Background: an optimization exercise with open tools, aiming at small area. Do not read the settings as production practice. The RTL was checked by simulation tests, not by an equivalence proof against the original design.

==> flow/design.v (excerpt) <==
module mvm_top (
    input  logic         CLOCK_50,
    input  logic         reset_n,
    input  logic         in_valid,
    output logic         in_ready,
    input  logic [511:0] w,
    input  logic [63:0]  u,
    output logic         out_valid,
    input  logic         out_ready,
    output logic [63:0]  v,
    output logic [7:0]   sat_flag
);
    mvm_seq_sat u_mvm (
        .CLOCK_50 (CLOCK_50),
        .reset_n  (reset_n),
        .in_valid (in_valid),
        .in_ready (in_ready),
        .w        (w),
        .u        (u),
        .out_valid(out_valid),
        .out_ready(out_ready),
        .v        (v),
        .sat_flag (sat_flag)
    );
endmodule
Settings: LEC_CHECK=0, CAP_MARGIN=20, CORE_MARGIN=2, CORE_UTILIZATION=40, SLEW_MARGIN=20; clock period 32.0 ns.
run.sh (not shown) runs the stock make flow with config.mk's settings and CLKGATE_MAP_FILE= SYNTH_SCRIPT=/design/flow/synth_recipe.tcl, a recipe that flattens the netlist after the stock synthesis.
Then changed:
==> flow/flow/run.sh (new file) <==
#!/bin/bash
set -euo pipefail
export BUFFER_PORTS_ARGS="-buffer_cell sky130_fd_sc_hd__buf_1"
export CTS_ARGS="-sink_clustering_enable -repair_clock_nets -dont_use_dummy_load"
bash standard.sh finish > run_standard.log 2>&1
==> flow/standard.sh (new file) <==
#!/bin/bash
# synth_recipe.tcl (not shown) runs the flow's synth.tcl, then flattens the netlist and writes it again
# the make line also repeats each setting of config.mk as NAME=value (left out here)
make -C /OpenROAD-flow-scripts/flow DESIGN_CONFIG=/design/flow/config.mk WORK_HOME=/design/flow/orfs CLKGATE_MAP_FILE= SYNTH_SCRIPT=/design/flow/synth_recipe.tcl "${@:-finish}"
removed: flow/run.sh
What happened: Via count falls by 1.0%. Die area stays the same. Synthesized area is unchanged. Critical path depth stays the same. Final area falls by 16%. Non-clock buffer count falls by 2. Sequential cell count stays the same. Hold slack gets worse by 0.026 ns. Final cell count falls by 2.0%. First-iteration DRC count falls by 3.8%.

---

## try-maple
mvm_top, a different RTL version from the one above (not shown whole).
For scale: ~1600 cells after synthesis, about 600 flip-flops, about 650 I/O pins, roughly 19000 um2 of cells after synthesis.
Settings: LEC_CHECK=0, ABC_AREA=1, CAP_MARGIN=20, CORE_MARGIN=2, CORE_UTILIZATION=40, SLEW_MARGIN=20; clock period 32.0 ns.
standard.sh (not shown) runs the stock make flow with config.mk's settings and CLKGATE_MAP_FILE= SYNTH_SCRIPT=/design/flow/synth_recipe.tcl, a recipe that flattens the netlist after the stock synthesis.
==> flow/flow/run.sh <==
#!/bin/bash
set -euo pipefail
export PRE_GLOBAL_PLACE_TCL="$PWD/flow/downsize.tcl"
export BUFFER_PORTS_ARGS="-buffer_cell sky130_fd_sc_hd__buf_1"
export CTS_ARGS="-sink_clustering_enable -repair_clock_nets -dont_use_dummy_load -buf_list sky130_fd_sc_hd__clkbuf_8 -sink_clustering_size 16 -sink_clustering_max_diameter 100"
bash standard.sh finish > run_standard.log 2>&1
==> flow/flow/downsize.tcl <==
# Before global placement: give every combinational cell the smallest drive
# strength of its own cell family (same function and pins). Synthesis maps
# some gates at larger drives; at this clock period none needs it, and the
# later repair steps still buffer or resize wherever slew or capacitance
# requires it.
set block [ord::get_db_block]
set n 0
set saved 0.0
foreach inst [$block getInsts] {
  set master [$inst getMaster]
  set name [$master getName]
  if {![regexp {^(sky130_fd_sc_hd__[a-z0-9]+)_([0-9]+)$} $name -> base drive]} { continue }
  if {[regexp {df|dl|sdf|edf|tap|fill|decap|diode|conb|clkbuf|clkinv|clkdly} $base]} { continue }
  set area [expr {[$master getWidth] * [$master getHeight]}]
  set best $name
  set best_area $area
  foreach d {0 1 2 3 4 6 8 12 16} {
    set cand "${base}_$d"
    if {$cand eq $name} { continue }
    set m [[ord::get_db] findMaster $cand]
    if {$m eq "NULL" || $m eq ""} { continue }
    set lc [get_lib_cells -quiet */$cand]
    if {[llength $lc] == 0} { continue }
    if {[get_property $lc dont_use]} { continue }
    set a [expr {[$m getWidth] * [$m getHeight]}]
    if {$a < $best_area} { set best $cand; set best_area $a }
  }
  if {$best ne $name} {
    replace_cell [$inst getName] $best
    incr n
    set saved [expr {$saved + ($area - $best_area) / 1e6}]
  }
}
puts "downsize: resized $n cells, saved $saved um^2"
> inputs changed (try-maple -> try-juniper)
- changing CORE_UTILIZATION from 40 to 65
==> flow/flow/run.sh <==
#!/bin/bash
set -euo pipefail
export PRE_GLOBAL_PLACE_TCL="$PWD/flow/downsize.tcl"
export BUFFER_PORTS_ARGS="-buffer_cell sky130_fd_sc_hd__buf_1"
export CTS_ARGS="-sink_clustering_enable -repair_clock_nets -dont_use_dummy_load -sink_clustering_size 25 -sink_clustering_max_diameter 100"
bash standard.sh finish > run_standard.log 2>&1
==> comparison <==
In the summary table, try-juniper is marked failed, with error PPL-0024 raised in I/O pin placement.
Diff try-maple -> try-juniper | die outline width | down by more than 10%
Diff try-juniper..try-maple | post-synthesis simple-gate area fraction | unchanged
Comparing try-juniper against try-maple, there is no change at all in proportion of synthesized flip-flops having asynchronous set or reset.
Initial cell density of the core on try-juniper is up relative to try-maple.
From try-maple to try-juniper, xor/xnor cell area share of the yosys netlist did not move at all.
Modified inputs, try-umber compared to try-juniper
- CORE_UTILIZATION: 65 -> 40
==> flow/flow/run.sh <==
#!/bin/bash
set -euo pipefail
export PRE_GLOBAL_PLACE_TCL="$PWD/flow/downsize.tcl"
export BUFFER_PORTS_ARGS="-buffer_cell sky130_fd_sc_hd__buf_1"
export CTS_ARGS="-sink_clustering_enable -repair_clock_nets -dont_use_dummy_load -buf_list sky130_fd_sc_hd__clkbuf_8 -sink_clustering_size 16 -sink_clustering_max_diameter 100"
bash standard.sh finish > run_standard.log 2>&1
Results
- try-juniper | ERROR | I/O pin placement
- try-umber completed end to end with timing, DRC and antenna clean.
- Going from try-juniper to try-umber, number of enable flip-flop cells after synthesis essentially unchanged; die span in x increased 47 um; starting density of the core decreased 25 points.
- As far as post-synthesis instance area goes, try-juniper and try-umber are indistinguishable; the numbers are identical.
- Comparing try-juniper and try-umber, die extent in y is higher on try-umber.
- try-umber has row count above what try-juniper had.

[port drivers added, routing unchanged]
How much do the figures lean on ideal ports? The routed layouts below were timed once more, with nothing changed but the port constraints. Step 1, drivers: a clkbuf_16 drives CLOCK_50 and a buf_2 each remaining input, both assumed. Step 2 times the ports against the registers' clock, not the clock port: input delays grow and output delays shrink by t, the midpoint of the rising clock arrivals with the driver on. Slacks: ideal / step 1 / step 2; pairs: ideal / step 1.
| run | t, ns | setup slack, ns | worst setup path after step 2 | clock arrival spread, ns | worst data-port slew with drivers (ns) |
|---|---|---|---|---|---|
| the first run of note 1 | 0.668 | 17.323 / 17.298 / 17.298 | input to output | 0.039 / 0.039 | 0.14 |
| the second run of note 1 | 0.647 | 18.091 / 18.064 / 18.064 | input to output | 0.071 / 0.071 | 0.12 |
| try-maple | 0.637 | 18.282 / 18.238 / 18.238 | input to output | 0.038 / 0.038 | 0.10 |
| try-umber | 0.637 | 18.282 / 18.238 / 18.238 | input to output | 0.038 / 0.038 | 0.10 |
After both steps setup and hold are still met in every run listed.
